What follows belongs to an exercise in optimizing a design on an open flow for a short achievable clock period and few clock cycles; a production flow would make more cautious choices. The RTL was checked by simulation tests, not by an equivalence proof against the original design. Power is estimated from default activity; no workload was simulated.

==> v24: inputs <==
==> flow/design.v (excerpt) <==
module CpuTop (
	input  logic        clk,
	input  logic        rst_n,
	output logic [15:0] instrAddr,
	input  logic [31:0] instrData,
	output logic        dataValid,
	output logic        dataWrite,
	output logic [15:0] dataAddr,
	output logic [31:0] dataWrData,
	input  logic        dataReady,
	input  logic [31:0] dataRdData,
	output logic        halt
);
Settings: LEC_CHECK=0, ABC_AREA=1, ABC_CLOCK_PERIOD_IN_PS=2500, CAP_MARGIN=20, CELL_PAD_IN_SITES_GLOBAL_PLACEMENT=1, CORE_MARGIN=2, CORE_UTILIZATION=20, PLACE_DENSITY=0.35, SETUP_SLACK_MARGIN=3.5, SLEW_MARGIN=20; clock period 6.5 ns.
run.sh (not shown) runs the stock make flow with config.mk's settings and CLKGATE_MAP_FILE= SYNTH_SCRIPT=/design/flow/synth_recipe.tcl, a recipe that flattens the netlist after the stock synthesis.
==> inputs of v19, as changes to v24 <==
- SETUP_SLACK_MARGIN: 3.5 -> 3.8
==> inputs of v28, as changes to v24 <==
--- a/flow/design.v
+++ b/flow/design.v
@@ -71,69 +71,58 @@
 	logic        de_selAnd;
 	logic        de_selOr;
 	logic        de_selXor;
 	logic [31:0] de_a;
 	logic [31:0] de_b;
 	logic [31:0] de_aAdd;
 	logic [31:0] de_bAdd;
+	logic        de_eqAB;
 	logic [15:0] de_target;
 	logic        em_we;
 	logic [4:0]  em_rd;
-	logic [31:1] em_wOH;
 	logic [31:0] em_sum;
 	logic [31:0] em_log;
 	logic        em_kAdd;
 	logic        em_kSub;
 	logic        em_kLog;
 	logic        em_kSlt;
 	logic        em_sgnDiff;
 	logic        em_a31;
 	logic [31:0] emFinal;
 	logic        p_valid;
 	logic        p_write;
 	logic        p_we;
 	logic [4:0]  p_rd;
-	logic [31:1] p_wOH;
 	logic [15:0] p_addr;
 	logic [31:0] p_wdata;
 	logic        q_valid;
 	logic        q_write;
 	logic        q_we;
 	logic [4:0]  q_rd;
-	logic [31:1] q_wOH;
 	logic [15:0] q_addr;
 	logic [31:0] q_wdata;
 	logic        haltSeen;
 	logic        halted;
 	logic [31:0] regs [1:31];
 	logic pDone, pBusy;
 	assign pDone = p_valid && dataReady;
 	assign pBusy = p_valid && !dataReady;
 	assign dataValid  = p_valid;
 	assign dataWrite  = p_write;
 	assign dataAddr   = p_addr;
 	assign dataWrData = p_wdata;
 	assign halt       = halted;
-	logic [31:0] regsNext [1:31];
-	always_comb begin
-		for (int i = 1; i < 32; i++) begin
-			if (p_valid && dataReady && p_wOH[i])
-				regsNext[i] = dataRdData;
-			else if (em_wOH[i])
-				regsNext[i] = emFinal;
-			else
-				regsNext[i] = regs[i];
-		end
-	end
 	always_ff @(posedge clk) begin
 		for (int i = 1; i < 32; i++) begin
 			if (!rst_n)
 				regs[i] <= '0;
-			else
-				regs[i] <= regsNext[i];
+			else if (pDone && p_we && p_rd == 5'(i))
+				regs[i] <= dataRdData;
+			else if (em_we && em_rd == 5'(i))
+				regs[i] <= emFinal;
 		end
 	end
 	logic [31:0] opA, opB, addA, addB, sum;
 	logic        eq, redirectE;
 	assign emFinal = ({32{em_kAdd}} & em_sum)
 		| ({32{em_kSub}} & ~em_sum)
 		| ({32{em_kLog}} & em_log)
@@ -145,26 +134,24 @@
 	PrefixAdd #(.W(32)) aluAdd (.a(addA), .b(addB), .cin(1'b0), .sum(sum));
 	function automatic logic eqFwd(input logic [31:0] other);
 		eqFwd = (em_kAdd && (em_sum == other))
 			|| (em_kSub && (~em_sum == other))
 			|| (em_kLog && (em_log == other))
 			|| (em_kSlt && ({31'd0, em_sgnDiff ? em_a31 : !em_sum[31]} == other));
 	endfunction
-	assign eq = de_fa ? eqFwd(de_b) : de_fb ? eqFwd(de_a) : (de_a == de_b);
+	assign eq = de_fa ? eqFwd(de_b) : de_fb ? eqFwd(de_a) : de_eqAB;
 	assign redirectE = de_valid && de_brc && eq;
 	always_ff @(posedge clk) begin
 		if (!rst_n)
 			em_we <= 1'b0;
 		else
 			em_we <= de_valid && de_we;
 	end
 	always_ff @(posedge clk) begin
 		em_rd      <= de_rd;
-		for (int i = 1; i < 32; i++)
-			em_wOH[i] <= de_valid && de_we && de_rd == 5'(i);
 		em_sum     <= sum;
 		em_log     <= ({32{de_selAnd}} & (opA & opB))
 			| ({32{de_selOr}}  & (opA | opB))
 			| ({32{de_selXor}} & (opA ^ opB));
 		em_kAdd    <= de_kAdd;
 		em_kSub    <= de_kSub;
 		em_kLog    <= de_kLog;
@@ -243,14 +230,15 @@
 		de_selAnd <= fd_selAnd;
 		de_selOr  <= fd_selOr;
 		de_selXor <= fd_selXor;
 		de_a      <= rdA;
 		de_b      <= rdB;
 		de_aAdd   <= fd_sub ? ~rdA : rdA;
 		de_bAdd   <= fd_isR ? rdB : immExt;
+		de_eqAB   <= (rdA == rdB);
 		de_target <= targetD;
 	end
 	logic qLoad;
 	assign qLoad = fd_valid && fd_isMem && !stallD && (pBusy || q_valid);
 	always_ff @(posedge clk) begin
 		if (!rst_n) begin
 			p_valid <= 1'b0;
@@ -261,16 +249,14 @@
 			p_write <= q_valid ? q_write : issueMem && fd_isStore;
 			p_we    <= q_valid ? q_we : issueMem && fd_isLoad && fd_rd != 5'd0;
 		end
 	end
 	always_ff @(posedge clk) begin
 		if (!pBusy) begin
 			p_rd    <= q_valid ? q_rd : fd_rd;
-			for (int i = 1; i < 32; i++)
-				p_wOH[i] <= q_valid ? q_wOH[i] : fd_isLoad && fd_rd == 5'(i);
 			p_addr  <= q_valid ? q_addr : memAddr;
 			p_wdata <= q_valid ? q_wdata : rdB;
 		end
 	end
 	always_ff @(posedge clk) begin
 		if (!rst_n) begin
 			q_valid <= 1'b0;
@@ -283,16 +269,14 @@
 			q_we    <= 1'b0;
 		end
 	end
 	always_ff @(posedge clk) begin
 		if (qLoad) begin
 			q_write <= fd_isStore;
 			q_rd    <= fd_rd;
-			for (int i = 1; i < 32; i++)
-				q_wOH[i] <= fd_isLoad && fd_rd == 5'(i);
 			q_addr  <= memAddr;
 			q_wdata <= rdB;
 		end
 	end
 	always_ff @(posedge clk) begin
 		if (!rst_n)
 			halted <= 1'b0;
@@ -321,27 +305,32 @@
 	always_comb begin
 		for (int i = 1; i < 32; i++) begin
 			selAF[i] = (rsF == 5'(i));
 			selTF[i] = (rtF == 5'(i));
 			selDF[i] = (rdF == 5'(i));
 		end
 	end
-	logic [31:0] regAF, regTF, regDF, readAF, readBF;
+	logic [31:0] regAF, regTF, regDF, readAF, readTF, readDF, readBF;
 	always_comb begin
 		regAF = '0;
 		regTF = '0;
 		regDF = '0;
 		for (int i = 1; i < 32; i++) begin
-			regAF = regAF | ({32{selAF[i]}} & regsNext[i]);
-			regTF = regTF | ({32{selTF[i]}} & regsNext[i]);
-			regDF = regDF | ({32{selDF[i]}} & regsNext[i]);
+			regAF = regAF | ({32{selAF[i]}} & regs[i]);
+			regTF = regTF | ({32{selTF[i]}} & regs[i]);
+			regDF = regDF | ({32{selDF[i]}} & regs[i]);
 		end
 	end
-	assign readAF = regAF;
-	assign readBF = isRF ? regTF : regDF;
+	assign readAF = (pDone && p_we && p_rd == rsF) ? dataRdData
+		: (em_we && em_rd == rsF) ? emFinal : regAF;
+	assign readTF = (pDone && p_we && p_rd == rtF) ? dataRdData
+		: (em_we && em_rd == rtF) ? emFinal : regTF;
+	assign readDF = (pDone && p_we && p_rd == rdF) ? dataRdData
+		: (em_we && em_rd == rdF) ? emFinal : regDF;
+	assign readBF = isRF ? readTF : readDF;
 	PrefixAdd #(.W(16)) pcIncAdd (.a(pc), .b(16'd0),    .cin(1'b1), .sum(pcInc));
 	PrefixAdd #(.W(16)) pcDecAdd (.a(pc), .b(16'hffff), .cin(1'b0), .sum(pcDec));
 	logic             btbHit;
 	logic [15:0]      btbTarget;
 	logic [BTB_N-1:0] btbV;
 	logic [15:0]      btbTag [BTB_N];
 	logic [15:0]      btbTgt [BTB_N];
==> metrics.csv <==
stage,metric,value,unit
power,peak supply drop,0.1997,mV
detailed_routing,M1 WL,480400,um
status,status,"complete, but fails checks",
floorplanning,Die X,747.9,um
synthesis,Synth Area per Inst,6.868,sq um
status,layout check failures,antenna violations,
synthesis,Synth Register Bits,1843,
power,sequential power,14.1,mW
worst_setup_path,Reg2Reg Launch Point,Cpu_i.em_rd[4]$_DFF_P_,
synthesis,post-synthesis sequential area ratio,37.25,%
clock_network,"Setup Fix Bufs, Post-CTS",473,
clock_network,Sink Count,1843,
detailed_routing,ANT nets after route,2,
synthesis,YS warnings,2,
Source of the figures above: v28

==> metrics.csv <==
stage,metric,value,unit
synthesis,Post-Synth Simple-Gate Area,30.14,%
power,peak supply drop,0.1840,mV
floorplanning,Die X,740.3,um
synthesis,Synth Register Bits,1929,
clock_network,"Setup Fix Bufs, Post-CTS",336,
status,status,finished clean,
synthesis,Synth Area per Inst,6.978,sq um
power,sequential power,14.6,mW
detailed_routing,M1 WL,433400,um
clock_network,Sink Count,1929,
floorplanning,die area,548100,sq um
synthesis,YS warnings,3,
worst_setup_path,Reg2Reg Launch Point,Cpu_i.em_wOH[16]$_DFF_P_,
synthesis,post-synthesis sequential area ratio,40.17,%
detailed_routing,ANT nets after route,0,
Source of the figures above: v24

==> metrics.csv <==
stage,metric,value,unit
detailed_routing,ANT nets after route,0,
synthesis,post-synthesis sequential area ratio,40.17,%
worst_setup_path,slowest cell delay on critical path,370,ps
cells_and_area,Plain + repair buffers,2085,
clock_network,"Setup Fix Bufs, Post-CTS",719,
power,sequential power,14.6,mW
synthesis,YS warnings,3,
synthesis,Synth Register Bits,1929,
detailed_routing,M1 WL,438700,um
status,status,"complete, but fails checks",
power,peak supply drop,0.2104,mV
status,layout check failures,"max-capacitance violations, max-slew violations",
floorplanning,Die X,740.3,um
worst_setup_path,Reg2Reg Launch Point,Cpu_i.em_kSub$_DFF_P_,
timing,Final Max Slew Viols,34,
run,max_cap viols,1,
Source of the figures above: v19

Testbench counts of v24, summed over its fixed seeds: cycles 47,216.
Testbench counts of v19, summed over its fixed seeds: cycles 47,216.
Testbench counts of v28, summed over its fixed seeds: cycles 47,216.

what the ideal ports hide:
The flow's constraints put no driver on any port. The routed layouts listed below were extracted and timed again, unchanged, in two steps. Step 1 assumes that a clkbuf_16 drives the clock port and a buf_2 every other input. Step 2, shift: input delay + t, output delay - t, t = (earliest + latest rising clock arrival at the registers) / 2. This alone moves slack from input paths to output paths. a / b / c = ideal / step 1 / step 2; a / b = the first two.
run	t (ns)	setup WS [ns]	worst data-port slew with drivers (ns)	cell pins on the clock port's net
v24	1.141	3.177 / 3.154 / 2.012	0.43	1
v19	1.148	3.351 / 3.291 / 2.162	0.43	1
v28	1.136	3.222 / 3.142 / 2.147	0.41	1
The setup slack of v19, which loses most, moves by -0.060 ns with the drivers and by -1.189 ns with both steps.
